This design comes from an exercise in tuning for small area on the open sky130 flow, not from production work. Only simulation tests tie the RTL to the original design; equivalence was not proved. Power and IR drop assume default switching activity.

**design/flow/config.mk**
```make
export PLATFORM = sky130hd
export DESIGN_NAME = scene_fetch
export DESIGN_NICKNAME = scene_fetch
export VERILOG_FILES = /design/flow/design.v
export SDC_FILE = /design/flow/constraint.sdc
export NUM_CORES = 4
export LEC_CHECK = 0
export CAP_MARGIN = 20
export CORE_MARGIN = 2
export CORE_UTILIZATION = 60
export PLACE_DENSITY = 0.9
export SLEW_MARGIN = 20
export BUFFER_PORTS_ARGS = -buffer_cell sky130_fd_sc_hd__buf_1
export CTS_ARGS = -sink_clustering_enable -repair_clock_nets -dont_use_dummy_load -root_buf sky130_fd_sc_hd__clkbuf_16 -buf_list sky130_fd_sc_hd__clkbuf_8 -sink_clustering_size 25 -sink_clustering_max_diameter 45
```
**design/flow/constraint.sdc**
```tcl
create_clock -name core_clock -period 10.0 [get_ports {clk}]
set_input_delay 2.0000 -clock core_clock [delete_from_list [all_inputs] [get_ports {clk}]]
set_output_delay 2.0000 -clock core_clock [all_outputs]
set_load 0.01 [all_outputs]
```
**design/flow/design.v**
```verilog
package rt_pkg;
  localparam int unsigned RAY_HWORDS = 12;
  localparam int unsigned CNT_HWORDS = 2;
  localparam int unsigned TRI_HWORDS = 18;
  typedef enum logic [2:0] {
    StIdle0 = 3'b000,   
    StIdle1 = 3'b001,   
    StRay   = 3'b010,
    StCnt   = 3'b011,
    StDone  = 3'b100,
    StTri   = 3'b110,
    StHold  = 3'b111
  } fetch_state_e;
endpackage
module avm_read_issuer (
  input  logic        clk,
  input  logic        load_i,
  input  logic [31:0] load_addr_i,
  input  logic        active_i,
  input  logic [4:0]  rec_len_i,
  input  logic        rsp_i,
  input  logic        waitrequest_i,
  output logic        read_o,
  output logic [31:0] address_o,
  output logic        rec_done_o
);
  logic [31:0] addr_q;
  logic [4:0]  req_q;
  logic [2:0]  pend_q;
  logic        all_req, accept;
  logic [31:1] addr_c;
  always_comb begin
    addr_c[1] = 1'b1;
    for (int i = 2; i < 32; i++) addr_c[i] = addr_c[i-1] & addr_q[i-1];
  end
  assign all_req    = (req_q == rec_len_i);
  assign read_o     = active_i && !all_req && !pend_q[2];
  assign accept     = read_o && !waitrequest_i;
  assign rec_done_o = rsp_i && all_req && (pend_q == 3'd1);
  always_ff @(posedge clk) begin
    if (load_i) begin
      addr_q <= load_addr_i;
      req_q  <= '0;
      pend_q <= '0;
    end else begin
      if (accept) addr_q[31:1] <= addr_q[31:1] ^ addr_c;
      if (rec_done_o)  req_q <= '0;
      else if (accept) req_q <= req_q + 5'd1;
      if (accept && !rsp_i)      pend_q <= pend_q + 3'd1;
      else if (!accept && rsp_i) pend_q <= pend_q - 3'd1;
    end
  end
  assign address_o = addr_q;
endmodule
module scene_fetch (
  input  logic                 clk,
  input  logic                 reset,
  input  logic                 start,
  input  logic [31:0]          base_addr,
  output logic                 avm_m0_read,
  output logic [31:0]          avm_m0_address,
  output logic [1:0]           avm_m0_byteenable,
  input  logic                 avm_m0_waitrequest,
  input  logic [15:0]          avm_m0_readdata,
  input  logic                 avm_m0_readdatavalid,
  output logic [191:0]         o_ray,
  output logic                 o_ray_valid,
  output logic [287:0]         o_tri,
  output logic [31:0]          o_tri_index,
  output logic                 o_tri_valid,
  input  logic                 i_tri_ready,
  output logic                 o_tri_last,
  output logic [31:0]          o_tri_cnt,
  output logic                 o_busy,
  output logic                 o_done
);
  rt_pkg::fetch_state_e state_q;
  logic [287:0] rec_q;
  logic [191:0] ray_q;
  logic [31:0]  cnt_q, idx_q, idx_inc, cnt_new;
  logic [4:0]   rec_len;
  logic         idle, fetching, hold, last_hw, is_last, last_q, load;
  assign idle     = (state_q == rt_pkg::StIdle0) || (state_q == rt_pkg::StIdle1);
  assign hold     = (state_q == rt_pkg::StHold);
  assign fetching = (state_q == rt_pkg::StRay) || (state_q == rt_pkg::StCnt) || (state_q == rt_pkg::StTri);
  assign load     = idle && start;
  logic [31:0] idx_c;
  always_comb begin
    idx_c[0] = 1'b1;
    for (int i = 1; i < 32; i++) idx_c[i] = idx_c[i-1] & idx_q[i-1];
  end
  assign idx_inc  = idx_q ^ idx_c;
  assign is_last  = (idx_inc == cnt_q);
  assign cnt_new  = {avm_m0_readdata, rec_q[287:272]};
  always_comb begin
    unique case (state_q)
      rt_pkg::StRay: rec_len = 5'(rt_pkg::RAY_HWORDS);
      rt_pkg::StCnt: rec_len = 5'(rt_pkg::CNT_HWORDS);
      default:       rec_len = 5'(rt_pkg::TRI_HWORDS);
    endcase
  end
  avm_read_issuer u_issuer (
    .clk           (clk),
    .load_i        (load),
    .load_addr_i   (base_addr),
    .active_i      (fetching),
    .rec_len_i     (rec_len),
    .rsp_i         (avm_m0_readdatavalid),
    .waitrequest_i (avm_m0_waitrequest),
    .read_o        (avm_m0_read),
    .address_o     (avm_m0_address),
    .rec_done_o    (last_hw)
  );
  always_ff @(posedge clk) begin
    last_q <= is_last;
    if (avm_m0_readdatavalid) rec_q <= {avm_m0_readdata, rec_q[287:16]};
    if (avm_m0_readdatavalid && state_q == rt_pkg::StRay) ray_q <= {avm_m0_readdata, ray_q[191:16]};
    if (load) idx_q <= '0;
    else if (hold && i_tri_ready) idx_q <= idx_inc;
  end
  always_ff @(posedge clk) begin
    if (!reset) begin
      state_q <= rt_pkg::StIdle0;
      cnt_q   <= '0;
    end else begin
      unique case (state_q)
        rt_pkg::StIdle0, rt_pkg::StIdle1: if (start) begin
          state_q <= rt_pkg::StRay;
          cnt_q   <= '0;
        end
        rt_pkg::StRay: if (last_hw) state_q <= rt_pkg::StCnt;
        rt_pkg::StCnt: if (last_hw) begin
          cnt_q   <= cnt_new;
          state_q <= (cnt_new == 32'd0) ? rt_pkg::StDone : rt_pkg::StTri;
        end
        rt_pkg::StTri: if (last_hw) state_q <= rt_pkg::StHold;
        rt_pkg::StHold: if (i_tri_ready) state_q <= last_q ? rt_pkg::StDone : rt_pkg::StTri;
        rt_pkg::StDone: state_q <= rt_pkg::StIdle1;
        default: state_q <= rt_pkg::StIdle0;
      endcase
    end
  end
  assign avm_m0_byteenable = 2'b11;
  assign o_ray       = ray_q;
  assign o_ray_valid = (state_q != rt_pkg::StIdle0) && (state_q != rt_pkg::StRay);
  assign o_tri       = rec_q;
  assign o_tri_index = idx_q;
  assign o_tri_valid = hold;
  assign o_tri_last  = last_q;
  assign o_tri_cnt   = cnt_q;
  assign o_busy      = !idle;
  assign o_done      = (state_q == rt_pkg::StDone);
endmodule
```
**design/flow/flow/run.sh**
```bash
#!/bin/bash
# The standard layout (standard.sh) with these changes:
# - synthesis maps logic with an area-oriented ABC script (flow/area.abc); the rest of the
#   synthesis, and so every register, is the standard one;
# - ports get the smallest buffer (buf_1) instead of the one buffer_ports picks by default;
# - CTS uses smaller clock buffers, larger sink clusters and no dummy loads.
set -eo pipefail
here=$(pwd)
cfg="${FLOW_CONFIG:-config.mk}"
cat >> "$cfg" <<'EOF'
export BUFFER_PORTS_ARGS = -buffer_cell sky130_fd_sc_hd__buf_1
export CTS_ARGS = -sink_clustering_enable -repair_clock_nets -dont_use_dummy_load -root_buf sky130_fd_sc_hd__clkbuf_16 -buf_list sky130_fd_sc_hd__clkbuf_8 -sink_clustering_size 25 -sink_clustering_max_diameter 45
EOF
export AREA_ABC_SCRIPT="$here/flow/area.abc"
{ head -n 1 synth_recipe.tcl; cat flow/abc_override.tcl; tail -n +2 synth_recipe.tcl; } > flow_synth.tcl
sed "s#SYNTH_SCRIPT=[^ ]*#SYNTH_SCRIPT=$here/flow_synth.tcl#" standard.sh > flow_standard.sh
grep -q "SYNTH_SCRIPT=$here/flow_synth.tcl" flow_standard.sh
bash flow_standard.sh > standard.log 2>&1
```
**design/flow/flow/abc_override.tcl**
```tcl
# Technology mapping with an area-oriented ABC script (flow/area.abc) instead of ORFS's
# speed script; everything else in the synthesis is the standard one.
proc abc {args} {
  set out {}
  for {set i 0} {$i < [llength $args]} {incr i} {
    set a [lindex $args $i]
    if {$a eq "-script"} { incr i; lappend out -script $::env(AREA_ABC_SCRIPT); continue }
    if {$a eq "-D"} { incr i; continue }
    lappend out $a
  }
  yosys abc {*}$out
}
```
**design/flow/flow/area.abc**
```
strash
dch -f
amap
topo
```
**design/flow/standard.sh**
```bash
#!/bin/bash
# synth_recipe.tcl (not shown) runs the flow's synth.tcl, then flattens the netlist and writes it again
# the make line also repeats each setting of config.mk as NAME=value (left out here)
make -C /OpenROAD-flow-scripts/flow DESIGN_CONFIG=/design/flow/config.mk WORK_HOME=/design/flow/orfs CLKGATE_MAP_FILE= SYNTH_SCRIPT=/design/flow/synth_recipe.tcl "${@:-finish}"
```
==> impl_summary.txt, run 1 <==
----------------------------------------------------
[Final layout]
  Layout-stage area growth over the synthesis result ... 18.9%
  Number of nets in the layout ... 1823
  Number of non-filler instances in the completed layout ... 2145
  Final Instance Area ... 0.0233 mm^2
  Number of antenna diodes ... 0
  Share of cells above drive strength 1 ... 3.41%

[Yosys]
  Number of cells produced by synthesis ... 1014
  Avg Cell Area, Syn ... 19.4 um^2
  Post-synth EDFFs ... 512
  Fraction of the yosys area taken by sequential cells ... 86.1%
  Post-synthesis async set-or-reset flop share ... 0%
  Number of warnings printed during yosys synthesis ... 2
  Ranking of synthesized cells by area ... sky130_fd_sc_hd__edfxtp_1 (78%), sky130_fd_sc_hd__dfxtp_1 (7.8%), sky130_fd_sc_hd__ha_1 (4.1%)
  Dominant cell by count in the synthesized netlist ... sky130_fd_sc_hd__edfxtp_1
  Most instantiated flip-flop cell in the synthesis netlist ... sky130_fd_sc_hd__edfxtp_1
  Synth top cells by count ... sky130_fd_sc_hd__edfxtp_1 (512), sky130_fd_sc_hd__nor2_1 (117), sky130_fd_sc_hd__dfxtp_1 (76)
  Dominant cell type by area after synthesis ... sky130_fd_sc_hd__edfxtp_1
  Unique cell type count in the Yosys netlist ... 30
  Flop and latch count out of synthesis ... 588
  Combined area of all synthesized cells ... 0.0196 mm^2
  Top cell type's share of synthesized area ... 78.3%

[Floorplan]
  Die ar. ... 0.0342 mm^2
  Core box area ... 0.0324 mm^2
  I/O pin cnt ... 638
  Height of the chip ... 185 um
  Cell row count ... 66
  Starting density of the core ... 60.6%
  Chip width ... 185 um

[Clocking]
  Clock Tree Root ... sky130_fd_sc_hd__clkbuf_16
  Clock tree from TritonCTS ... built
  Clock sinks ... 588
  Number of gates resized after cts ... 0
  Clock Path Buffers ... 3
  Number of levels the H-tree was split into ... 2
  Number of hold buffers added after cts ... 0
  Post-CTS Setup Repair Bufs ... 0
  Clock-pin slew of the registers on the worst-case setup and hold paths ... 120 ps
  CTS Buf Count ... 47
  Insertion delay of the later-clocked pin in the worst-skew pair ... 540 ps

[Critical path]
  Worst EP required ... 10400 ps
  Critical path's top delay family ... adder cells
  Max stage delay cell, worst path ... sky130_fd_sc_hd__or4_1
  Number of buffers and inverters on the critical path ... 0
  Type of the setup path with the least slack ... register to register
  Max FO, Critical Path ... 5
  Crit path largest cell delay ... 490 ps
  Most used cell, CP ... sky130_fd_sc_hd__ha_1
  Type of element capturing the critical path ... register
  Crit path DAT ... 7690 ps
  Startpoint class of the critical path ... register

[Detailed routing]
  Wirelength per Cell ... 24.7 um
  Routed vias ... 12300
  Post-route DRC ... 0
  Via density ... 5.74
  Number of nets with antenna violations after detailed routing ... 0
  Detailed-routing iteration count for the pre-antenna-repair pass ... 5
  Number of design-rule violations left by the first detailed-router iteration ... 1257
  Detailed-route wire length ... 53000 um

[Placed design]
  Gpl congestion ... 0.929
  Number of placed instances with taps included ... 2098
  Detailed-placement wirelength estimate ... 39900 um
  Placed Instance Area ... 0.0226 mm^2
  Buffers added on ports ... 635

[Global route]
  Global routing usage summed across all routing layers ... 29.9%
  Antenna violations before repair ... 0
  Pin count of the biggest net entering global routing ... 166
  Grt total ovfl ... 0
  Wire length of the first global-routing pass ... 74100 um
  Via count of the first global-routing pass ... 11900

[Timing]
  Post-route clock skew ... 73.1 ps
  Final setup viols ... 0
  Top achievable clock speed ... 0.137 GHz
  Post-layout min period ... 7290 ps
  Worst slew pin tran ... 1040 ps
  Remaining max-slew budget at the tightest pin ... 30.2%
  Fin crit share ... 72.9%
  Max-slew violations ... 0
  Final hold violations ... 0
  Setup repair after global routing missed its margin ... false
  Total negative slack ... 0 ps

[Power]
  Leakage power ... 0.00791 uW
  Power density relative to cell area ... 203 mW/mm^2
  Peak supply drop ... 0.144 mV

[Run status]
  Run status ... finished clean

[Job]
  Max Cap Violations ... 0

[Min path]
  Worst min path class ... register to register

----------------------------------------------------
-- metrics by stage --
| stage | power [uW] | util, % | setup WS [ps] | hold slack, ps |
|---|---|---|---|---|
| after floorplan | 3350 | - | 2430 | 452 |
| after global placement | 3590 | 69.9 | 2960 | 427 |
| after detailed placement | 3630 | 69.9 | 2760 | 430 |
| after CTS | 4740 | 72.1 | 2740 | 432 |
| after global routing | 4890 | 72.1 | 2400 | 429 |
| final | 4730 | 72.1 | 2710 | 423 |
-- power by group --
group	switching (uW)	internal [uW]
registers	129	2930
logic	381	144
clock network	679	468
total	1190	3540
-- layer usage --
| layer | vias up | GRT usage [%] | share of wire, % |
|---|---|---|---|
| met2 | 862 | 52.8 | 52 |
| li1 | 5309 | - | - |
| met1 | 6007 | 34.0 | 33 |
| met4 | 0 | 14.3 | 4.9 |
| met5 | - | 0 | 0 |
| met3 | 144 | 7.75 | 11 |
-- worst reg2reg max path, delay by kind of cell (launching register included) --
family / cells / cell delay [ps]
fa+ha+maj: 29 / 5540
simple gates: 4 / 1240
flops: 1 / 350
compound gates: 1 / 60
-- path summary, 6_finish.rpt --
check / slack (ps) / start / end / cells after the start
worst max-delay path: 2710 / idx_q[0]$_SDFFE_PP0P_ / last_q$_DFF_P_ / 34
worst min-delay path: 420 / rec_q[96]$_DFFE_PP_ / rec_q[80]$_DFFE_PP_ / 0
worst max register to register: 2710 / idx_q[0]$_SDFFE_PP0P_ / last_q$_DFF_P_ / 34
worst min register to register: 420 / rec_q[96]$_DFFE_PP_ / rec_q[80]$_DFFE_PP_ / 0
-- cell families (layout without fill, tap and decap cells) --
group	after synthesis	count (layout)	synth area share, %
other	1	2	0.0191
AO/OA/AOI/OAI	150	150	5.32
buffers and inverters	41	729	0.822
AND/OR/NAND/NOR	170	170	3.67
flip-flops	588	588	86.1
adder cells (fa/ha/maj)	64	64	4.08
-- flip-flops by register name, summed over array words and instances, names as in the netlist --
signal           flops
cnt_q               32
idx_q               32
last_q               1
ray_q              192
rec_q              288
state_q              3
u_issuer.addr_q     32
u_issuer.pend_q      3
u_issuer.req_q       5
-- placed cells by master, fill, tap and decap left out, drive strengths merged, types with 29 or more instances in the layout --
cell      n
clkinv   39
edfxtp  512
a22oi    32
dfxtp    76
o22a     29
buf     642
nor2    117
ha       64
clkbuf   48
a21oi    39
-- cell type report --
cell class | count | area [um^2]
Sequential cell | 588 | 16900
Tap cell | 442 | 553
Clock buffer | 47 | 703
Timing Repair Buffer | 643 | 2460
Fill cell | 1949 | 9030
Inverter | 39 | 146
Multi-Input combinational cell | 386 | 2580
==> run 2: changes to the inputs <==
--- a/design/flow/flow/run.sh
+++ b/design/flow/flow/run.sh
@@ -9,7 +9,7 @@
 cfg="${FLOW_CONFIG:-config.mk}"
 cat >> "$cfg" <<'EOF'
 export BUFFER_PORTS_ARGS = -buffer_cell sky130_fd_sc_hd__buf_1
-export CTS_ARGS = -sink_clustering_enable -repair_clock_nets -dont_use_dummy_load -root_buf sky130_fd_sc_hd__clkbuf_16 -buf_list sky130_fd_sc_hd__clkbuf_8 -sink_clustering_size 25 -sink_clustering_max_diameter 45
+export CTS_ARGS = -sink_clustering_enable -repair_clock_nets -dont_use_dummy_load -root_buf sky130_fd_sc_hd__clkbuf_16 -buf_list sky130_fd_sc_hd__clkbuf_4 -sink_clustering_size 12 -sink_clustering_max_diameter 35
 EOF
 export AREA_ABC_SCRIPT="$here/flow/area.abc"
 { head -n 1 synth_recipe.tcl; cat flow/abc_override.tcl; tail -n +2 synth_recipe.tcl; } > flow_synth.tcl
==> design/flow/config.mk (replaced) <==
export PLATFORM = sky130hd
export DESIGN_NAME = scene_fetch
export DESIGN_NICKNAME = scene_fetch
export VERILOG_FILES = /design/flow/design.v
export SDC_FILE = /design/flow/constraint.sdc
export NUM_CORES = 4
export LEC_CHECK = 0
export CAP_MARGIN = 20
export CORE_MARGIN = 2
export CORE_UTILIZATION = 60
export SLEW_MARGIN = 20
export BUFFER_PORTS_ARGS = -buffer_cell sky130_fd_sc_hd__buf_1
export CTS_ARGS = -sink_clustering_enable -repair_clock_nets -dont_use_dummy_load -root_buf sky130_fd_sc_hd__clkbuf_16 -buf_list sky130_fd_sc_hd__clkbuf_4 -sink_clustering_size 12 -sink_clustering_max_diameter 35
==> run 2 against run 1 <==
Synthesized cell count did not move. Sequential share of layout area fell by 0.41 points. Hold slack got worse by 24 ps. First-iteration DRC count fell by 20%. Register-to-register slack improved by 20 ps. Utilization rose by 0.41 points. Clock-buffer cell count rose by 38. Clock power rose by 8%. Synthesized area did not move. Die area did not move. Non-clock buffer count rose by 1. Sequential cell count did not move. Largest power group unchanged. Highest routed layer unchanged.
==> impl_summary.txt, run 2 <==
----------------------------------------------------
[Clocking]
  Insertion delay of the later-clocked pin in the worst-skew pair ... 580 ps
  Clock sinks ... 588
  Number of levels the H-tree was split into ... 3
  Clock-pin slew of the registers on the worst-case setup and hold paths ... 110 ps
  Number of hold buffers added after cts ... 0
  Clock Path Buffers ... 3
  CTS Buf Count ... 85
  Clock tree from TritonCTS ... built
  Clock Tree Root ... sky130_fd_sc_hd__clkbuf_16
  Post-CTS Setup Repair Bufs ... 0
  Number of gates resized after cts ... 0

[Power]
  Internal ... 3590 uW
  Leakage power ... 0.00803 uW
  Fraction of power spent switching nets ... 25.7%
  Net switching power ... 1240 uW
  Sequential share of power ... 63.1%
  Part of the power in combinational logic ... 11.2%
  Power density relative to cell area ... 206 mW/mm^2
  Peak supply drop ... 0.126 mV
  Clock power frac ... 25.7%

[Floorplan]
  Height of the chip ... 185 um
  Starting density of the core ... 60.6%
  Core box area ... 0.0324 mm^2
  I/O pin cnt ... 638
  Die ar. ... 0.0342 mm^2
  Cell row count ... 66
  Chip width ... 185 um

[Detailed routing]
  Via density ... 5.58
  Number of design-rule violations left by the first detailed-router iteration ... 1005
  Wirelength per Cell ... 25.4 um
  Number of nets with antenna violations after detailed routing ... 0
  Detailed-routing iteration count for the pre-antenna-repair pass ... 5
  Detailed-route wire length ... 55500 um
  Routed vias ... 12200
  Post-route DRC ... 0

[Critical path]
  Type of the setup path with the least slack ... register to register
  Max stage delay cell, worst path ... sky130_fd_sc_hd__or4_1
  R2r startpoint ... idx_q[0]$_SDFFE_PP0P_
  Type of element capturing the critical path ... register
  Startpoint class of the critical path ... register
  Capture point of the worst reg-to-reg path ... last_q$_DFF_P_
  Worst EP required ... 10470 ps
  Most used cell, CP ... sky130_fd_sc_hd__ha_1
  Crit path largest cell delay ... 510 ps
  Logic depth of the worst register-to-register path ... 34
  Max FO, Critical Path ... 5
  Crit path DAT ... 7740 ps
  Reg-to-reg setup timing slack ... 2730 ps

[Yosys]
  Avg Cell Area, Syn ... 19.4 um^2
  Dominant cell by count in the synthesized netlist ... sky130_fd_sc_hd__edfxtp_1
  Combined area of all synthesized cells ... 0.0196 mm^2
  Ranking of synthesized cells by area ... sky130_fd_sc_hd__edfxtp_1 (78%), sky130_fd_sc_hd__dfxtp_1 (7.8%), sky130_fd_sc_hd__ha_1 (4.1%)
  Flop and latch count out of synthesis ... 588
  Number of warnings printed during yosys synthesis ... 2
  Number of cells produced by synthesis ... 1014
  Post-synthesis async set-or-reset flop share ... 0%
  Synth top cells by count ... sky130_fd_sc_hd__edfxtp_1 (512), sky130_fd_sc_hd__nor2_1 (117), sky130_fd_sc_hd__dfxtp_1 (76)
  Dominant cell type by area after synthesis ... sky130_fd_sc_hd__edfxtp_1
  Top cell type's share of synthesized area ... 78.3%
  Post-synth EDFFs ... 512
  Most instantiated flip-flop cell in the synthesis netlist ... sky130_fd_sc_hd__edfxtp_1
  Fraction of the yosys area taken by sequential cells ... 86.1%
  Unique cell type count in the Yosys netlist ... 30

[Final layout]
  Max FFs per register ... 288
  Largest registers ... rec_q: 288 flops, ray_q: 192 flops
  Commonest cells after routing, fill and taps aside ... sky130_fd_sc_hd__buf_1 (634), sky130_fd_sc_hd__edfxtp_1 (512), sky130_fd_sc_hd__nor2_1 (116)
  Number of nets in the layout ... 1862
  Most common cell after layout, fill and taps aside ... sky130_fd_sc_hd__buf_1
  Layout-stage area growth over the synthesis result ... 19.6%
  Number of non-filler instances in the completed layout ... 2185
  Filler cells ... 2197
  Share of cells above drive strength 1 ... 5.63%
  Top register by number of flip-flops ... rec_q
  Fin util ... 72.5%

[Timing]
  Top achievable clock speed ... 0.138 GHz
  Setup repair after global routing missed its margin ... false
  Total negative slack ... 0 ps
  Fin crit share ... 72.7%
  Final setup viols ... 0
  Post-route clock skew ... 85.2 ps
  Final worst-path setup slack ... 2730 ps
  Max-slew violations ... 0
  Remaining max-slew budget at the tightest pin ... 24.7%
  Post-layout min period ... 7270 ps
  Worst slew pin tran ... 1130 ps
  Final hold violations ... 0

[Run status]
  Run status ... finished clean

[Global route]
  Pin count of the biggest net entering global routing ... 202
  Antenna violations before repair ... 2
  Via count of the first global-routing pass ... 11500
  Wire length of the first global-routing pass ... 76000 um
  Global routing usage summed across all routing layers ... 31.8%
  Grt total ovfl ... 0

[Placed design]
  Detailed-placement wirelength estimate ... 41800 um
  Number of placed instances with taps included ... 2098
  Post-placement setup slack ... 2700 ps
  Gpl congestion ... 0.890
  Buffers added on ports ... 635

[Min path]
  Worst hold endpoint ... rec_q[10]$_DFFE_PP_
  Worst min path class ... register to register
  Min-delay src ... rec_q[26]$_DFFE_PP_
  Cells on Worst Hold Path ... 0

[Job]
  Max Cap Violations ... 0

----------------------------------------------------
run 2: changes by cell type in the layout (fill, tap and decap cells not counted), sizes merged:
cell | before | now
clkinv | 39 | 37
inv | 0 | 2
diode | 0 | 1
buf | 642 | 643
clkbuf | 48 | 86
run 2: how the worst max path moves through the flow:
stage | startpoint | end | slack (ps) | cells after the start
after detailed placement | idx_q[0]$_SDFFE_PP0P_ | last_q$_DFF_P_ | 2700 | 34
after global routing | idx_q[0]$_SDFFE_PP0P_ | last_q$_DFF_P_ | 2480 | 34
after global placement | idx_q[0]$_SDFFE_PP0P_ | last_q$_DFF_P_ | 2910 | 34
final | idx_q[0]$_SDFFE_PP0P_ | last_q$_DFF_P_ | 2730 | 34
after CTS | idx_q[0]$_SDFFE_PP0P_ | last_q$_DFF_P_ | 2720 | 34
after floorplan | avm_m0_readdatavalid | ray_q[0]$_DFFE_PP_ | 2430 | 2
run 2: layout make-up:
cell class / instances / area [um^2] / share of cell area [%]
Timing Repair Buffer: 644 / 2500 / 10.6
Tap cell: 442 / 553 / 2.36
Inverter: 39 / 146 / 0.624
Multi-Input combinational cell: 386 / 2580 / 11.0
Antenna cell: 1 / 2.50 / 0.0107
Clock buffer: 85 / 796 / 3.39
Sequential cell: 588 / 16900 / 72.0
run 2: critical path: cells and delay by family (launching register included):
| family | cells | cell delay [ps] |
|---|---|---|
| compound gates | 1 | 80 |
| fa+ha+maj | 29 | 5480 |
| flops | 1 | 380 |
| simple gates | 4 | 1250 |
run 2: power groups by stage:
stage	clock [uW]	sequential [uW]	combinational [uW]
final	1240	3050	543
after global placement	0	3090	537
after CTS	1280	3050	545
after detailed placement	0	3100	545
after global routing	1370	3070	585
after floorplan	0	3180	170
run 2: per-layer routing:
layer  part of all wire [%]  wire, um  global-route usage [%]
met5                      0         0                       0
met1                     35     19600                    37.9
met2                     47     26300                    49.5
met3                     13      7000                    14.5
met4                    4.8      2660                    15.0
run 2: through the flow:
step	instance area, um^2	total power [uW]	hold WS, ps
finish	23500	4830	400
detailed placement	22600	3640	430
global route	23500	5020	396
global placement	22600	3620	427
floorplan	19600	3350	452
CTS	23400	4870	396
run 2: kinds of logic after synthesis:
family	Yosys count	synth area share, %
simple gates	170	3.67
fa+ha+maj	64	4.08
other cells	1	0.0191
buf+inv	41	0.822
flops	588	86.1
compound gates	150	5.32
==> run 3: changes to the inputs <==
--- a/design/flow/flow/run.sh
+++ b/design/flow/flow/run.sh
@@ -9,7 +9,7 @@
 cfg="${FLOW_CONFIG:-config.mk}"
 cat >> "$cfg" <<'EOF'
 export BUFFER_PORTS_ARGS = -buffer_cell sky130_fd_sc_hd__buf_1
-export CTS_ARGS = -sink_clustering_enable -repair_clock_nets -dont_use_dummy_load -root_buf sky130_fd_sc_hd__clkbuf_16 -buf_list sky130_fd_sc_hd__clkbuf_4 -sink_clustering_size 12 -sink_clustering_max_diameter 35
+export CTS_ARGS = -sink_clustering_enable -repair_clock_nets -dont_use_dummy_load -root_buf sky130_fd_sc_hd__clkbuf_16 -buf_list {sky130_fd_sc_hd__clkbuf_4 sky130_fd_sc_hd__clkbuf_8} -sink_clustering_size 20 -sink_clustering_max_diameter 45
 EOF
 export AREA_ABC_SCRIPT="$here/flow/area.abc"
 { head -n 1 synth_recipe.tcl; cat flow/abc_override.tcl; tail -n +2 synth_recipe.tcl; } > flow_synth.tcl
==> design/flow/config.mk (replaced) <==
export PLATFORM = sky130hd
export DESIGN_NAME = scene_fetch
export DESIGN_NICKNAME = scene_fetch
export VERILOG_FILES = /design/flow/design.v
export SDC_FILE = /design/flow/constraint.sdc
export NUM_CORES = 4
export LEC_CHECK = 0
export CAP_MARGIN = 20
export CORE_MARGIN = 2
export CORE_UTILIZATION = 60
export SLEW_MARGIN = 20
export BUFFER_PORTS_ARGS = -buffer_cell sky130_fd_sc_hd__buf_1
export CTS_ARGS = -sink_clustering_enable -repair_clock_nets -dont_use_dummy_load -root_buf sky130_fd_sc_hd__clkbuf_16 -buf_list {sky130_fd_sc_hd__clkbuf_4 sky130_fd_sc_hd__clkbuf_8} -sink_clustering_size 20 -sink_clustering_max_diameter 45
==> run 3 against run 2 <==
Die area is the same. Total power shrank 1.5%. Clock skew down 23 ps. Synthesized area is the same. Clock-buffer cell count decreased by 38. Largest cell class unchanged. Utilization decreased by 0.37 points. Largest power group unchanged. Hold slack gained 25 ps. Sequential power about the same. Critical endpoint unchanged. Sequential share of layout area rose by 0.37 points. Global-route usage fell by 0.46 points. Routed wire length fell by 0.90%.
==> impl_summary.txt, run 3 <==
----------------------------------------------------
[Placed design]
  Number of placed instances with taps included ... 2098
  Detailed-placement wirelength estimate ... 41800 um
  Gpl congestion ... 0.890
  Buffers added on ports ... 635
  Post-placement setup slack ... 2700 ps

[Timing]
  Max-slew violations ... 0
  Remaining max-slew budget at the tightest pin ... 26.2%
  Post-layout min period ... 7290 ps
  Setup repair after global routing missed its margin ... false
  Post-route clock skew ... 62.6 ps
  Final worst-path setup slack ... 2710 ps
  Top achievable clock speed ... 0.137 GHz
  Final hold violations ... 0
  Final setup viols ... 0
  Final hold slack ... 425 ps
  Fin crit share ... 72.9%
  Total negative slack ... 0 ps
  Worst slew pin tran ... 1110 ps

[Detailed routing]
  Detailed-route wire length ... 55000 um
  Detailed-routing iteration count for the pre-antenna-repair pass ... 7
  Met3 WL post-DR ... 6960 um
  Number of design-rule violations left by the first detailed-router iteration ... 1117
  Number of nets with antenna violations after detailed routing ... 0
  Wirelength per Cell ... 25.6 um
  Routed vias ... 12000
  Post-route DRC ... 0
  Wire length on met2 ... 26200 um
  Uppermost layer routed ... met4
  Met1 wire length ... 19300 um
  Via density ... 5.57

[Final layout]
  Commonest cells after routing, fill and taps aside ... sky130_fd_sc_hd__buf_1 (634), sky130_fd_sc_hd__edfxtp_1 (512), sky130_fd_sc_hd__nor2_1 (116)
  Number of nets in the layout ... 1823
  Number of non-filler instances in the completed layout ... 2146
  Most common cell after layout, fill and taps aside ... sky130_fd_sc_hd__buf_1
  Top register by number of flip-flops ... rec_q
  Filler cells ... 2186
  Area taken by multi-input logic gates ... 0.00258 mm^2
  Area taken by flip-flops and latches ... 0.0169 mm^2
  Share of cells above drive strength 1 ... 3.46%
  Largest registers ... rec_q: 288 flops, ray_q: 192 flops
  Max FFs per register ... 288
  Layout-stage area growth over the synthesis result ... 19.0%

[Yosys]
  Fraction of the yosys area taken by sequential cells ... 86.1%
  Post-synth EDFFs ... 512
  Post-synthesis async set-or-reset flop share ... 0%
  Dominant cell by count in the synthesized netlist ... sky130_fd_sc_hd__edfxtp_1
  Dominant cell type by area after synthesis ... sky130_fd_sc_hd__edfxtp_1
  Number of cells produced by synthesis ... 1014
  Unique cell type count in the Yosys netlist ... 30
  Ranking of synthesized cells by area ... sky130_fd_sc_hd__edfxtp_1 (78%), sky130_fd_sc_hd__dfxtp_1 (7.8%), sky130_fd_sc_hd__ha_1 (4.1%)
  Top cell type's share of synthesized area ... 78.3%
  Number of warnings printed during yosys synthesis ... 2
  Flop and latch count out of synthesis ... 588
  Avg Cell Area, Syn ... 19.4 um^2
  Most instantiated flip-flop cell in the synthesis netlist ... sky130_fd_sc_hd__edfxtp_1
  Combined area of all synthesized cells ... 0.0196 mm^2
  Synth top cells by count ... sky130_fd_sc_hd__edfxtp_1 (512), sky130_fd_sc_hd__nor2_1 (117), sky130_fd_sc_hd__dfxtp_1 (76)

[Job]
  Max Cap Violations ... 0

[Critical path]
  Max stage delay cell, worst path ... sky130_fd_sc_hd__or4_1
  Crit path largest cell delay ... 510 ps
  Worst EP required ... 10430 ps
  Crit path DAT ... 7730 ps
  Type of element capturing the critical path ... register
  Startpoint class of the critical path ... register
  Most used cell, CP ... sky130_fd_sc_hd__ha_1
  Max FO, Critical Path ... 5
  Type of the setup path with the least slack ... register to register

[Global route]
  Wire length of the first global-routing pass ... 74900 um
  Grt total ovfl ... 0
  Pin count of the biggest net entering global routing ... 202
  Antenna violations before repair ... 2
  Via count of the first global-routing pass ... 11200
  Global routing usage summed across all routing layers ... 31.3%

[Clocking]
  Clock sinks ... 588
  Clock-pin slew of the registers on the worst-case setup and hold paths ... 120 ps
  Number of hold buffers added after cts ... 0
  Clock Path Buffers ... 3
  Clock tree from TritonCTS ... built
  CTS Buf Count ... 47
  Number of gates resized after cts ... 0
  Clock Tree Root ... sky130_fd_sc_hd__clkbuf_16
  Number of levels the H-tree was split into ... 2
  Post-CTS Setup Repair Bufs ... 0
  Insertion delay of the later-clocked pin in the worst-skew pair ... 550 ps

[Floorplan]
  Die ar. ... 0.0342 mm^2
  Height of the chip ... 185 um
  Starting density of the core ... 60.6%
  I/O pin cnt ... 638
  Cell row count ... 66
  Chip width ... 185 um
  Core box area ... 0.0324 mm^2

[Power]
  Power density relative to cell area ... 204 mW/mm^2
  Peak supply drop ... 0.137 mV
  Overall power ... 4760 uW
  Leakage power ... 0.00792 uW

[Min path]
  Worst min path class ... register to register

[Run status]
  Run status ... finished clean

----------------------------------------------------
## run 3: cell counts after synthesis
Identical to the previous run, type by type.
## run 3: cell families after synthesis
family / share of synthesized area, %
AND/OR/NAND/NOR: 3.67
other: 0.0191
adder cells (fa/ha/maj): 4.08
buffers and inverters: 0.822
flip-flops: 86.1
AO/OA/AOI/OAI: 5.32
## run 3: power by group
part           leakage (uW)  internal (uW)  total [uW]  switching [uW]
registers           0.00550           2930        3050             115
logic               0.00206            143         543             401
clock network      0.000364            469        1170             702
## run 3: worst paths after layout
path / depth (start not counted) / startpoint / end / slack, ps
hold / removal: 0 / rec_q[258]$_DFFE_PP_ / rec_q[242]$_DFFE_PP_ / 430
setup / recovery: 34 / idx_q[0]$_SDFFE_PP0P_ / last_q$_DFF_P_ / 2710
setup reg to reg: 34 / idx_q[0]$_SDFFE_PP0P_ / last_q$_DFF_P_ / 2710
hold reg to reg: 0 / rec_q[258]$_DFFE_PP_ / rec_q[242]$_DFFE_PP_ / 430
## run 3: cell type report
| type | count | area share [%] |
|---|---|---|
| flip-flops and latches | 588 | 72.3 |
| multi-input cells | 386 | 11.0 |
| repair buffers | 643 | 10.6 |
| clock buffers | 47 | 3.01 |
| well taps | 442 | 2.37 |
| inverters | 39 | 0.627 |
| diodes | 1 | 0.0107 |
## run 3: metal layers
layer / GRT usage [%] / vias to the layer above
met4: 13.7 / 0
met3: 14.2 / 127
met5: 0 / -
li1: - / 5316
met2: 49.4 / 632
met1: 37.4 / 5875
## run 3: worst max-delay path, delay by kind of cell, from the launching register on
family / cells / cell delay [ps]
flip-flops: 1 / 370
adder cells (fa/ha/maj): 29 / 5490
AO/OA/AOI/OAI: 1 / 80
AND/OR/NAND/NOR: 4 / 1250
## run 3: metrics by stage
stage | util, % | cell area (um^2)
2_1_floorplan | - | 19600
3_3_place_gp | 70.0 | 22600
3_5_place_dp | 70.0 | 22600
4_1_cts | 72.1 | 23400
5_1_grt | 72.1 | 23400
6_report | 72.1 | 23400
==> run 4: changes to the inputs <==
--- a/design/flow/design.v
+++ b/design/flow/design.v
@@ -30,7 +30,7 @@
   logic        all_req, accept;
   logic [31:1] addr_c;
   always_comb begin
-    addr_c[1] = 1'b1;
+    addr_c[1] = accept;
     for (int i = 2; i < 32; i++) addr_c[i] = addr_c[i-1] & addr_q[i-1];
   end
   assign all_req    = (req_q == rec_len_i);
@@ -43,11 +43,10 @@
       req_q  <= '0;
       pend_q <= '0;
     end else begin
-      if (accept) addr_q[31:1] <= addr_q[31:1] ^ addr_c;
-      if (rec_done_o)  req_q <= '0;
-      else if (accept) req_q <= req_q + 5'd1;
-      if (accept && !rsp_i)      pend_q <= pend_q + 3'd1;
-      else if (!accept && rsp_i) pend_q <= pend_q - 3'd1;
+      addr_q[31:1] <= addr_q[31:1] ^ addr_c;
+      if (rec_done_o) req_q <= '0;
+      else req_q <= req_q ^ {&req_q[3:0] & accept, &req_q[2:0] & accept, &req_q[1:0] & accept, req_q[0] & accept, accept};
+      pend_q <= pend_q + {{2{!accept && rsp_i}}, accept ^ rsp_i};
     end
   end
   assign address_o = addr_q;
--- a/design/flow/flow/run.sh
+++ b/design/flow/flow/run.sh
@@ -9,7 +9,7 @@
 cfg="${FLOW_CONFIG:-config.mk}"
 cat >> "$cfg" <<'EOF'
 export BUFFER_PORTS_ARGS = -buffer_cell sky130_fd_sc_hd__buf_1
-export CTS_ARGS = -sink_clustering_enable -repair_clock_nets -dont_use_dummy_load -root_buf sky130_fd_sc_hd__clkbuf_16 -buf_list {sky130_fd_sc_hd__clkbuf_4 sky130_fd_sc_hd__clkbuf_8} -sink_clustering_size 20 -sink_clustering_max_diameter 45
+export CTS_ARGS = -sink_clustering_enable -repair_clock_nets -dont_use_dummy_load -root_buf sky130_fd_sc_hd__clkbuf_16 -buf_list sky130_fd_sc_hd__clkbuf_8 -sink_clustering_size 20 -sink_clustering_max_diameter 50
 EOF
 export AREA_ABC_SCRIPT="$here/flow/area.abc"
 { head -n 1 synth_recipe.tcl; cat flow/abc_override.tcl; tail -n +2 synth_recipe.tcl; } > flow_synth.tcl
==> design/flow/config.mk (replaced) <==
export PLATFORM = sky130hd
export DESIGN_NAME = scene_fetch
export DESIGN_NICKNAME = scene_fetch
export VERILOG_FILES = /design/flow/design.v
export SDC_FILE = /design/flow/constraint.sdc
export NUM_CORES = 4
export LEC_CHECK = 0
export CAP_MARGIN = 20
export CORE_MARGIN = 2
export CORE_UTILIZATION = 60
export SLEW_MARGIN = 20
export BUFFER_PORTS_ARGS = -buffer_cell sky130_fd_sc_hd__buf_1
export CTS_ARGS = -sink_clustering_enable -repair_clock_nets -dont_use_dummy_load -root_buf sky130_fd_sc_hd__clkbuf_16 -buf_list sky130_fd_sc_hd__clkbuf_8 -sink_clustering_size 20 -sink_clustering_max_diameter 50
==> run 4 against run 3 <==
Non-clock buffer count is 1 higher. Setup slack worse by 240 ps. Die area is 1.8% lower. Synthesized cell count is 3.7% lower. Clock skew is 18 ps lower. Critical path depth is 5 higher. Sequential cell count stayed put. Final cell count is 3.9% lower. Critical endpoint is now u_issuer.addr_q[30]$_DFF_P_.
==> impl_summary.txt, run 4 <==
----------------------------------------------------
[Timing]
  Final setup viols ... 0
  Total negative slack ... 0 ps
  Final hold slack ... 406 ps
  Max-slew violations ... 0
  Final hold violations ... 0
  Fin crit share ... 75.3%
  Worst slew pin tran ... 1070 ps
  Remaining max-slew budget at the tightest pin ... 28.2%
  Post-layout min period ... 7530 ps
  Setup repair after global routing missed its margin ... false
  Top achievable clock speed ... 0.133 GHz
  Post-route clock skew ... 45.1 ps

[Detailed routing]
  Number of nets with antenna violations after detailed routing ... 0
  Detailed-route wire length ... 52800 um
  Detailed-routing iteration count for the pre-antenna-repair pass ... 6
  Number of design-rule violations left by the first detailed-router iteration ... 952
  Via density ... 5.71
  Routed vias ... 11800
  Wirelength per Cell ... 25.6 um
  Post-route DRC ... 0

[Clocking]
  Clock sinks ... 588
  Number of hold buffers added after cts ... 0
  Clock Tree Root ... sky130_fd_sc_hd__clkbuf_16
  Clock-pin slew of the registers on the worst-case setup and hold paths ... 110 ps
  Number of gates resized after cts ... 0
  Clock Path Buffers ... 3
  Post-CTS Setup Repair Bufs ... 0
  Number of levels the H-tree was split into ... 2
  CTS Buf Count ... 42
  Clock tree from TritonCTS ... built
  Insertion delay of the later-clocked pin in the worst-skew pair ... 520 ps

[Final layout]
  Max FFs per register ... 288
  Most common cell after layout, fill and taps aside ... sky130_fd_sc_hd__buf_1
  Filler cells ... 2108
  Layout-stage area growth over the synthesis result ... 18.9%
  Top register by number of flip-flops ... rec_q
  Largest registers ... rec_q: 288 flops, ray_q: 192 flops
  Commonest cells after routing, fill and taps aside ... sky130_fd_sc_hd__buf_1 (634), sky130_fd_sc_hd__edfxtp_1 (481), sky130_fd_sc_hd__dfxtp_1 (107)
  Share of cells above drive strength 1 ... 3.37%
  Number of nets in the layout ... 1781
  Number of antenna diodes ... 0

[Placed design]
  Gpl congestion ... 0.928
  Detailed-placement wirelength estimate ... 40100 um
  Buffers added on ports ... 635

[Job]
  Max Cap Violations ... 0

[Floorplan]
  Height of the chip ... 183 um
  I/O pin cnt ... 638
  Die ar. ... 0.0336 mm^2
  Starting density of the core ... 61.1%
  Cell row count ... 65
  Core box area ... 0.0316 mm^2
  Chip width ... 183 um

[Power]
  Sequential share of power ... 66.2%
  Net switching power ... 1030 uW
  Fraction of power spent switching nets ... 23.6%
  Clock power frac ... 25.4%
  Power density relative to cell area ... 190 mW/mm^2
  Internal ... 3330 uW
  Overall power ... 4360 uW
  Part of the power in combinational logic ... 8.4%
  Peak supply drop ... 0.141 mV
  Leakage power ... 0.00786 uW

[Critical path]
  Number of buffers and inverters on the critical path ... 1
  Startpoint class of the critical path ... register
  Type of the setup path with the least slack ... register to register
  Critical path's top delay family ... adder cells
  Max FO, Critical Path ... 34
  Crit path largest cell delay ... 420 ps
  Max stage delay cell, worst path ... sky130_fd_sc_hd__dfxtp_1
  Worst EP required ... 10390 ps
  Type of element capturing the critical path ... register
  Reg-to-reg setup timing slack ... 2470 ps
  Crit path DAT ... 7930 ps
  Most used cell, CP ... sky130_fd_sc_hd__ha_1

[Global route]
  Wire length of the first global-routing pass ... 74200 um
  Grt total ovfl ... 0
  Pin count of the biggest net entering global routing ... 203
  Via count of the first global-routing pass ... 11000
  Global routing usage summed across all routing layers ... 30.7%
  Antenna violations before repair ... 1

[Yosys]
  Ranking of synthesized cells by area ... sky130_fd_sc_hd__edfxtp_1 (75%), sky130_fd_sc_hd__dfxtp_1 (11%), sky130_fd_sc_hd__ha_1 (4.1%)
  Flop and latch count out of synthesis ... 588
  Post-synth EDFFs ... 481
  Dominant cell by count in the synthesized netlist ... sky130_fd_sc_hd__edfxtp_1
  Number of warnings printed during yosys synthesis ... 2
  Most instantiated flip-flop cell in the synthesis netlist ... sky130_fd_sc_hd__edfxtp_1
  Combined area of all synthesized cells ... 0.0193 mm^2
  Post-synthesis async set-or-reset flop share ... 0%
  Avg Cell Area, Syn ... 19.7 um^2
  Number of cells produced by synthesis ... 976
  Top cell type's share of synthesized area ... 75.0%
  Unique cell type count in the Yosys netlist ... 31
  Fraction of the yosys area taken by sequential cells ... 86.1%
  Synth top cells by count ... sky130_fd_sc_hd__edfxtp_1 (481), sky130_fd_sc_hd__dfxtp_1 (107), sky130_fd_sc_hd__nor2_1 (102)
  Dominant cell type by area after synthesis ... sky130_fd_sc_hd__edfxtp_1

[Min path]
  Worst min path class ... register to register

[Run status]
  Run status ... finished clean

----------------------------------------------------
run 4: cell count changes after synthesis, moves of 8 or more:
cell | previous run | this run
sky130_fd_sc_hd__dfxtp_1 | 76 | 107
sky130_fd_sc_hd__edfxtp_1 | 512 | 481
sky130_fd_sc_hd__a21oi_1 | 39 | 21
sky130_fd_sc_hd__a32oi_1 | 15 | 31
sky130_fd_sc_hd__nor2_1 | 117 | 102
sky130_fd_sc_hd__o21ai_0 | 19 | 5
sky130_fd_sc_hd__nand2_1 | 24 | 13
sky130_fd_sc_hd__clkinv_1 | 39 | 29
sky130_fd_sc_hd__xor2_1 | 0 | 8
run 4: kinds of logic after synthesis:
group | share of synthesized area (%)
buf+inv | 0.643
xor+xnor | 0.409
simple gates | 3.44
other cells | 0.0195
flops | 86.1
fa+ha+maj | 4.19
compound gates | 5.22
run 4: per-stage QoR:
stage | worst slack, ps | std cells | utilization [%] | cell area [um^2]
after floorplan | 2370 | 977 | - | 19300
after global placement | 2100 | 2020 | 70.5 | 22200
after detailed placement | 1940 | 2021 | 70.6 | 22300
after CTS | 2460 | 2063 | 72.6 | 22900
after global routing | 2010 | 2063 | 72.6 | 22900
final | 2470 | 2063 | 72.6 | 22900
run 4: area by class of cell:
type	instances	area [um^2]	area share, %
multi-input cells	358	2580	11.3
flip-flops and latches	588	16600	72.4
repair buffers	644	2500	10.9
inverters	29	109	0.475
clock buffers	42	634	2.77
well taps	402	503	2.20
run 4: path summary, 6_finish.rpt:
| path | start | endpoint | cells past startpoint |
|---|---|---|---|
| worst min register to register | rec_q[245]$_DFFE_PP_ | rec_q[229]$_DFFE_PP_ | 0 |
| worst min-delay path | rec_q[245]$_DFFE_PP_ | rec_q[229]$_DFFE_PP_ | 0 |
| worst max register to register | state_q[1]$_SDFFE_PN0P_ | u_issuer.addr_q[30]$_DFF_P_ | 39 |
| worst max-delay path | state_q[1]$_SDFFE_PN0P_ | u_issuer.addr_q[30]$_DFF_P_ | 39 |
run 4: layer usage:
layer  wire (um)  vias up  track usage (%)  share of wire, %
met2       26600      640             52.0                50
met4        1440        0             7.55               2.7
li1            -     5181                -                 -
met1       19100     5868             39.1                36
met3        5660       85             9.63                11
met5           0        -                0                 0
run 4: power groups by stage:
| stage | Combinational (uW) | Sequential [uW] | Clock, uW |
|---|---|---|---|
| floorplan | 98.9 | 2990 | 0 |
| global placement | 362 | 2930 | 0 |
| detailed placement | 367 | 2940 | 0 |
| CTS | 370 | 2890 | 1130 |
| global route | 392 | 2900 | 1210 |
| finish | 367 | 2890 | 1110 |
==> run 5: changes to the inputs <==
--- a/design/flow/flow/run.sh
+++ b/design/flow/flow/run.sh
@@ -9,7 +9,7 @@
 cfg="${FLOW_CONFIG:-config.mk}"
 cat >> "$cfg" <<'EOF'
 export BUFFER_PORTS_ARGS = -buffer_cell sky130_fd_sc_hd__buf_1
-export CTS_ARGS = -sink_clustering_enable -repair_clock_nets -dont_use_dummy_load -root_buf sky130_fd_sc_hd__clkbuf_16 -buf_list sky130_fd_sc_hd__clkbuf_8 -sink_clustering_size 20 -sink_clustering_max_diameter 50
+export CTS_ARGS = -sink_clustering_enable -repair_clock_nets -dont_use_dummy_load -buf_list sky130_fd_sc_hd__clkbuf_8 -sink_clustering_size 20 -sink_clustering_max_diameter 50
 EOF
 export AREA_ABC_SCRIPT="$here/flow/area.abc"
 { head -n 1 synth_recipe.tcl; cat flow/abc_override.tcl; tail -n +2 synth_recipe.tcl; } > flow_synth.tcl
==> design/flow/config.mk (replaced) <==
export PLATFORM = sky130hd
export DESIGN_NAME = scene_fetch
export DESIGN_NICKNAME = scene_fetch
export VERILOG_FILES = /design/flow/design.v
export SDC_FILE = /design/flow/constraint.sdc
export NUM_CORES = 4
export LEC_CHECK = 0
export CAP_MARGIN = 20
export CORE_MARGIN = 2
export CORE_UTILIZATION = 60
export GPL_TIMING_DRIVEN = 0
export SLEW_MARGIN = 20
export BUFFER_PORTS_ARGS = -buffer_cell sky130_fd_sc_hd__buf_1
export CTS_ARGS = -sink_clustering_enable -repair_clock_nets -dont_use_dummy_load -buf_list sky130_fd_sc_hd__clkbuf_8 -sink_clustering_size 20 -sink_clustering_max_diameter 50
==> run 5 against run 4 <==
Sequential cell count did not move. Combinational power grew 5.4%. Largest power group unchanged. Still clean. Clock skew grew 26 ps.
==> impl_summary.txt, run 5 <==
----------------------------------------------------
[Critical path]
  Number of buffers and inverters on the critical path ... 0
  Type of element capturing the critical path ... register
  Critical path endpoint ... u_issuer.addr_q[31]$_DFF_P_
  Type of the setup path with the least slack ... register to register
  Capture point of the worst reg-to-reg path ... u_issuer.addr_q[31]$_DFF_P_
  Cell count along the critical path ... 39
  Crit path DAT ... 8130 ps
  Max FO, Critical Path ... 11
  Crit path largest cell delay ... 420 ps
  Startpoint class of the critical path ... register
  Max stage delay cell, worst path ... sky130_fd_sc_hd__dfxtp_1
  Critical path's top delay family ... adder cells
  Reg-to-reg setup timing slack ... 2340 ps
  Crit. Startpoint ... state_q[1]$_SDFFE_PN0P_
  Most used cell, CP ... sky130_fd_sc_hd__ha_1
  Worst EP required ... 10470 ps
  Logic depth of the worst register-to-register path ... 39
  R2r startpoint ... state_q[1]$_SDFFE_PN0P_

[Power]
  Peak supply drop ... 0.139 mV
  Sequential share of power ... 66.4%
  Internal ... 3320 uW
  Net switching power ... 1030 uW
  Clock power frac ... 24.7%
  Part of the power in combinational logic ... 8.9%
  Fraction of power spent switching nets ... 23.6%
  Power density relative to cell area ... 187 mW/mm^2
  Leakage power ... 0.00802 uW
  Overall power ... 4340 uW

[Yosys]
  Fraction of the yosys area taken by sequential cells ... 86.1%
  Combined area of all synthesized cells ... 0.0193 mm^2
  Dominant cell type by area after synthesis ... sky130_fd_sc_hd__edfxtp_1
  Top cell type's share of synthesized area ... 75.0%
  Post-synthesis async set-or-reset flop share ... 0%
  Number of cells produced by synthesis ... 976
  Flop and latch count out of synthesis ... 588
  Ranking of synthesized cells by area ... sky130_fd_sc_hd__edfxtp_1 (75%), sky130_fd_sc_hd__dfxtp_1 (11%), sky130_fd_sc_hd__ha_1 (4.1%)
  Post-synth EDFFs ... 481
  Unique cell type count in the Yosys netlist ... 31
  Avg Cell Area, Syn ... 19.7 um^2
  Number of warnings printed during yosys synthesis ... 2
  Most instantiated flip-flop cell in the synthesis netlist ... sky130_fd_sc_hd__edfxtp_1
  Synth top cells by count ... sky130_fd_sc_hd__edfxtp_1 (481), sky130_fd_sc_hd__dfxtp_1 (107), sky130_fd_sc_hd__nor2_1 (102)
  Dominant cell by count in the synthesized netlist ... sky130_fd_sc_hd__edfxtp_1

[Detailed routing]
  Detailed-route wire length ... 52400 um
  Via density ... 5.61
  Number of design-rule violations left by the first detailed-router iteration ... 936
  Post-route DRC ... 0
  Routed vias ... 11700
  Wirelength per Cell ... 25.2 um
  Number of nets with antenna violations after detailed routing ... 0
  Detailed-routing iteration count for the pre-antenna-repair pass ... 5

[Floorplan]
  Chip width ... 183 um
  Height of the chip ... 183 um
  Starting density of the core ... 61.1%
  Die ar. ... 0.0336 mm^2
  Core box area ... 0.0316 mm^2
  I/O pin cnt ... 638
  Cell row count ... 65

[Global route]
  Grt total ovfl ... 0
  Wire length of the first global-routing pass ... 72700 um
  Pin count of the biggest net entering global routing ... 40
  Via count of the first global-routing pass ... 11000
  Global routing usage summed across all routing layers ... 30.3%
  Antenna violations before repair ... 3

[Final layout]
  Filler cells ... 2120
  Layout-stage area growth over the synthesis result ... 20.8%
  Most common cell after layout, fill and taps aside ... sky130_fd_sc_hd__buf_1
  Top register by number of flip-flops ... rec_q
  Number of nets in the layout ... 1799
  Largest registers ... rec_q: 288 flops, ray_q: 192 flops
  Max FFs per register ... 288
  Share of cells above drive strength 1 ... 4.59%
  Commonest cells after routing, fill and taps aside ... sky130_fd_sc_hd__buf_1 (634), sky130_fd_sc_hd__edfxtp_1 (481), sky130_fd_sc_hd__dfxtp_1 (107)

[Timing]
  Worst slew pin tran ... 1070 ps
  Final hold slack ... 395 ps
  Post-route clock skew ... 71.5 ps
  Fin crit share ... 76.6%
  Max-slew violations ... 0
  Remaining max-slew budget at the tightest pin ... 28.3%
  Setup repair after global routing missed its margin ... false
  Final hold violations ... 0
  Final setup viols ... 0
  Total negative slack ... 0 ps
  Top achievable clock speed ... 0.131 GHz
  Post-layout min period ... 7660 ps

[Placed design]
  Gpl congestion ... 0.905
  Buffers added on ports ... 635
  Detailed-placement wirelength estimate ... 40900 um

[Clocking]
  Number of hold buffers added after cts ... 0
  Clock Tree Root ... sky130_fd_sc_hd__clkbuf_8
  Post-CTS Setup Repair Bufs ... 0
  Clock Path Buffers ... 3
  Number of levels the H-tree was split into ... 2
  Insertion delay of the later-clocked pin in the worst-skew pair ... 590 ps
  CTS Buf Count ... 44
  Clock sinks ... 588
  Clock tree from TritonCTS ... built
  Clock-pin slew of the registers on the worst-case setup and hold paths ... 110 ps
  Number of gates resized after cts ... 0

[Min path]
  Worst min path class ... register to register

[Job]
  Max Cap Violations ... 0

[Run status]
  Run status ... finished clean

----------------------------------------------------
==> run 5: logic make-up after synthesis <==
logic type	count (synthesis)	share of synthesized area, %
other	1	0.0195
xor gates and xnor gates	9	0.409
and+or+nand+nor	151	3.44
AOI/OAI and AO/OA	132	5.22
buffers and inverters	31	0.643
DFF	588	86.1
adders and majority gates	64	4.19
==> run 5: power by group through the flow <==
stage          Combinational, uW  Clock (uW)  Sequential, uW
2_1_floorplan               98.9           0            2990
3_3_place_gp                 353           0            2970
3_5_place_dp                 388           0            2940
4_1_cts                      389        1090            2880
5_1_grt                      414        1170            2900
6_report                     387        1070            2880
==> run 5: worst register-to-register path, delay by kind of cell, from the launching register on <==
kind	cells	cell delay, ps
adders and majority gates	30	5520
AOI/OAI and AO/OA	4	670
and+or+nand+nor	5	970
DFF	1	420
==> run 5: stage by stage <==
stage	setup slack, ps	utilization (%)	instance area [um^2]	cells
after detailed placement	1850	71.8	22700	2037
final	2340	73.8	23300	2082
after global placement	-12770	70.2	22200	2014
after CTS	2310	73.7	23300	2081
after global routing	1840	73.8	23300	2081
after floorplan	2370	-	19300	977
==> run 5: worst min path at each step <==
stage,endpoint,cells past startpoint,startpoint,slack [ps]
after global placement,rec_q[22]$_DFFE_PP_,0,rec_q[38]$_DFFE_PP_,430
after global routing,ray_q[106]$_DFFE_PP_,0,ray_q[122]$_DFFE_PP_,410
after detailed placement,ray_q[54]$_DFFE_PP_,0,ray_q[70]$_DFFE_PP_,430
after floorplan,u_issuer.req_q[2]$_SDFF_PP0_,2,u_issuer.req_q[2]$_SDFF_PP0_,470
final,ray_q[158]$_DFFE_PP_,0,ray_q[174]$_DFFE_PP_,400
after CTS,ray_q[158]$_DFFE_PP_,0,ray_q[174]$_DFFE_PP_,400
==> run 5: final cells by class <==
cell class / count / area (um^2) / area share, %
multi-input cells: 358 / 2590 / 11.1
well taps: 402 / 503 / 2.16
plain buffers: 2 / 15.0 / 0.0645
inverters: 29 / 110 / 0.473
flip-flops and latches: 588 / 16600 / 71.3
clock buffers: 44 / 606 / 2.60
repair buffers: 658 / 2870 / 12.3
diodes: 1 / 2.50 / 0.0108
==> run 5: layer usage <==
layer | GRT usage, % | part of all wire (%) | up-vias
met5 | 0 | 0.053 | -
met4 | 13.5 | 4.7 | 4
li1 | - | - | 5218
met3 | 12.1 | 11 | 126
met2 | 49.1 | 49 | 591
met1 | 36.1 | 35 | 5749
==> run 6: changes to the inputs <==
--- a/design/flow/config.mk
+++ b/design/flow/config.mk
@@ -8,6 +8,7 @@
 export CAP_MARGIN = 20
 export CORE_MARGIN = 2
 export CORE_UTILIZATION = 60
+export GPL_ROUTABILITY_DRIVEN = 0
 export GPL_TIMING_DRIVEN = 0
 export SLEW_MARGIN = 20
 export BUFFER_PORTS_ARGS = -buffer_cell sky130_fd_sc_hd__buf_1
==> run 6 against run 5 <==
Synthesized cell count did not move. Clock-buffer cell count shrank 1. Utilization hardly changed. Critical path depth is 1 lower. Maximum frequency down 3.6%. Register-to-register slack lost 290 ps. Hold slack improved by 11 ps. Global-route usage up 0.061 points. Non-clock buffer count grew 1. Die area stayed put. Total power decreased by 0.20%. Largest power group unchanged.
==> impl_summary.txt, run 6 <==
----------------------------------------------------
[Critical path]
  Logic depth of the worst register-to-register path ... 38
  Max stage delay cell, worst path ... sky130_fd_sc_hd__nor2_4
  Critical path endpoint ... u_issuer.addr_q[30]$_DFF_P_
  R2r startpoint ... state_q[1]$_SDFFE_PN0P_
  Type of the setup path with the least slack ... register to register
  Max FO, Critical Path ... 18
  Most used cell, CP ... sky130_fd_sc_hd__ha_1
  Crit path largest cell delay ... 450 ps
  Crit. Startpoint ... state_q[1]$_SDFFE_PN0P_
  Type of element capturing the critical path ... register
  Worst EP required ... 10470 ps
  Capture point of the worst reg-to-reg path ... u_issuer.addr_q[30]$_DFF_P_
  Crit path DAT ... 8410 ps
  Startpoint class of the critical path ... register
  Reg-to-reg setup timing slack ... 2060 ps

[Global route]
  Global routing usage summed across all routing layers ... 30.4%
  Grt total ovfl ... 0
  Via count of the first global-routing pass ... 11000
  Wire length of the first global-routing pass ... 73500 um
  Pin count of the biggest net entering global routing ... 46
  Antenna violations before repair ... 1

[Floorplan]
  Die ar. ... 0.0336 mm^2
  Cell row count ... 65
  I/O pin cnt ... 638
  Starting density of the core ... 61.1%
  Chip width ... 183 um
  Height of the chip ... 183 um
  Core box area ... 0.0316 mm^2

[Final layout]
  Most common cell after layout, fill and taps aside ... sky130_fd_sc_hd__buf_1
  Largest registers ... rec_q: 288 flops, ray_q: 192 flops
  Number of non-filler instances in the completed layout ... 2082
  Max FFs per register ... 288
  Commonest cells after routing, fill and taps aside ... sky130_fd_sc_hd__buf_1 (634), sky130_fd_sc_hd__edfxtp_1 (481), sky130_fd_sc_hd__dfxtp_1 (107)
  Top register by number of flip-flops ... rec_q
  Share of cells above drive strength 1 ... 4.59%
  Layout-stage area growth over the synthesis result ... 20.8%
  Number of nets in the layout ... 1799
  Final Instance Area ... 0.0233 mm^2

[Detailed routing]
  Number of nets with antenna violations after detailed routing ... 0
  Detailed-route wire length ... 52700 um
  Detailed-routing iteration count for the pre-antenna-repair pass ... 5
  Number of design-rule violations left by the first detailed-router iteration ... 836
  Routed vias ... 11800
  Post-route DRC ... 0
  Wirelength per Cell ... 25.3 um
  Via density ... 5.65

[Yosys]
  Post-synth EDFFs ... 481
  Dominant cell type by area after synthesis ... sky130_fd_sc_hd__edfxtp_1
  Fraction of the yosys area taken by sequential cells ... 86.1%
  Combined area of all synthesized cells ... 0.0193 mm^2
  Flop and latch count out of synthesis ... 588
  Unique cell type count in the Yosys netlist ... 31
  Post-synthesis async set-or-reset flop share ... 0%
  Dominant cell by count in the synthesized netlist ... sky130_fd_sc_hd__edfxtp_1
  Synth top cells by count ... sky130_fd_sc_hd__edfxtp_1 (481), sky130_fd_sc_hd__dfxtp_1 (107), sky130_fd_sc_hd__nor2_1 (102)
  Number of warnings printed during yosys synthesis ... 2
  Avg Cell Area, Syn ... 19.7 um^2
  Most instantiated flip-flop cell in the synthesis netlist ... sky130_fd_sc_hd__edfxtp_1
  Ranking of synthesized cells by area ... sky130_fd_sc_hd__edfxtp_1 (75%), sky130_fd_sc_hd__dfxtp_1 (11%), sky130_fd_sc_hd__ha_1 (4.1%)
  Number of cells produced by synthesis ... 976
  Top cell type's share of synthesized area ... 75.0%

[Min path]
  Worst min path class ... register to register
  Cells on Worst Hold Path ... 0

[Timing]
  Worst slew pin tran ... 1020 ps
  Fin crit share ... 79.4%
  Final worst-path setup slack ... 2060 ps
  Final setup viols ... 0
  Post-route clock skew ... 47.4 ps
  Top achievable clock speed ... 0.126 GHz
  Max-slew violations ... 0
  Setup repair after global routing missed its margin ... false
  Total negative slack ... 0 ps
  Remaining max-slew budget at the tightest pin ... 31.7%
  Final hold violations ... 0
  Post-layout min period ... 7940 ps

[Clocking]
  Clock Path Buffers ... 3
  Clock sinks ... 588
  Clock Tree Root ... sky130_fd_sc_hd__clkbuf_8
  Number of gates resized after cts ... 0
  CTS Buf Count ... 43
  Clock tree from TritonCTS ... built
  Insertion delay of the later-clocked pin in the worst-skew pair ... 590 ps
  Post-CTS Setup Repair Bufs ... 0
  Number of levels the H-tree was split into ... 2
  Clock-pin slew of the registers on the worst-case setup and hold paths ... 110 ps
  Number of hold buffers added after cts ... 0

[Power]
  Overall power ... 4330 uW
  Leakage power ... 0.00802 uW
  Power density relative to cell area ... 186 mW/mm^2
  Peak supply drop ... 0.131 mV

[Placed design]
  Detailed-placement wirelength estimate ... 40800 um
  Number of placed instances with taps included ... 2037
  Buffers added on ports ... 635
  Post-placement setup slack ... 1790 ps
  Placed Instance Area ... 0.0227 mm^2

[Run status]
  Run status ... finished clean

[Job]
  Max Cap Violations ... 0

----------------------------------------------------
## run 6: cell type report
| type | instances | area [um^2] |
|---|---|---|
| Clock buffer | 43 | 592 |
| Multi-Input combinational cell | 358 | 2590 |
| Tap cell | 402 | 503 |
| Fill cell | 2071 | 8280 |
| Timing Repair Buffer | 659 | 2880 |
| Buffer | 2 | 15.0 |
| Sequential cell | 588 | 16600 |
| Inverter | 29 | 110 |
| Antenna cell | 1 | 2.50 |
## run 6: worst min-delay path by stage
stage | start | end | slack (ps)
finish | ray_q[164]$_DFFE_PP_ | ray_q[148]$_DFFE_PP_ | 410
global route | ray_q[164]$_DFFE_PP_ | ray_q[148]$_DFFE_PP_ | 420
CTS | ray_q[164]$_DFFE_PP_ | ray_q[148]$_DFFE_PP_ | 410
detailed placement | ray_q[87]$_DFFE_PP_ | ray_q[71]$_DFFE_PP_ | 430
global placement | rec_q[38]$_DFFE_PP_ | rec_q[22]$_DFFE_PP_ | 430
floorplan | u_issuer.req_q[2]$_SDFF_PP0_ | u_issuer.req_q[2]$_SDFF_PP0_ | 470
## run 6: power by group
| part | internal (uW) | leakage [uW] | switching, uW |
|---|---|---|---|
| Combinational | 119 | 0.00224 | 267 |
| Clock | 387 | 0.000309 | 678 |
| Sequential | 2800 | 0.00547 | 81.3 |
## run 6: cell families after synthesis
kind of cell	Yosys count	synth area share [%]
flops	588	86.1
simple gates	151	3.44
compound gates	132	5.22
fa+ha+maj	64	4.19
buf+inv	31	0.643
xor+xnor	9	0.409
other cells	1	0.0195
## run 6: through the flow
stage | util [%] | hold slack, ps
finish | 73.8 | 407
global route | 73.8 | 422
floorplan | - | 472
CTS | 73.7 | 414
detailed placement | 71.8 | 430
global placement | 70.2 | 427
## run 6: critical path, delay by kind of cell, from the launching register on
kind            cells  cell delay [ps]
fa+ha+maj          30             5630
flops               1              440
compound gates      3              610
simple gates        5             1150
## run 6: routing by layer
metal	GRT usage [%]	routed length, um
met1	38.4	19300
met2	51.4	26600
met3	9.25	5410
met4	8.48	1430
met5	0	0

## separate check: timing with driven ports
The results above use ideal ports. As a check the final layouts listed here were re-extracted and re-timed, cells and wires unchanged. Step 1, drivers: a clkbuf_16 drives clk and a buf_2 each remaining input, both assumed. Step 2, shift: input delay + t, output delay - t, t = (earliest + latest rising clock arrival at the registers) / 2. This alone moves slack from input paths to output paths. a / b / c = ideal / step 1 / step 2; a / b = the first two.
run | t, ns | setup slack, ns | hold WS [ns] | worst setup path after step 2 | worst slew at a driven data input, ns
run 1 | 0.562 | 2.710 / 2.710 / 2.710 | 0.423 / 0.423 / 0.423 | register to register | 0.09
run 2 | 0.591 | 2.729 / 2.729 / 2.729 | 0.400 / 0.400 / 0.400 | register to register | 0.09
run 3 | 0.575 | 2.705 / 2.705 / 2.705 | 0.425 / 0.425 / 0.425 | register to register | 0.09
run 4 | 0.549 | 2.465 / 2.465 / 1.985 | 0.406 / 0.406 / 0.406 | input to register | 0.07
run 5 | 0.611 | 2.341 / 2.341 / 1.923 | 0.395 / 0.395 / 0.395 | input to register | 0.09
run 6 | 0.613 | 2.056 / 2.056 / 1.822 | 0.407 / 0.407 / 0.407 | input to register | 0.09
After both steps setup and hold are still met in every run listed. For run 4, which loses most, drivers alone change the setup slack by 0.000 ns; drivers and shift together by -0.480 ns.
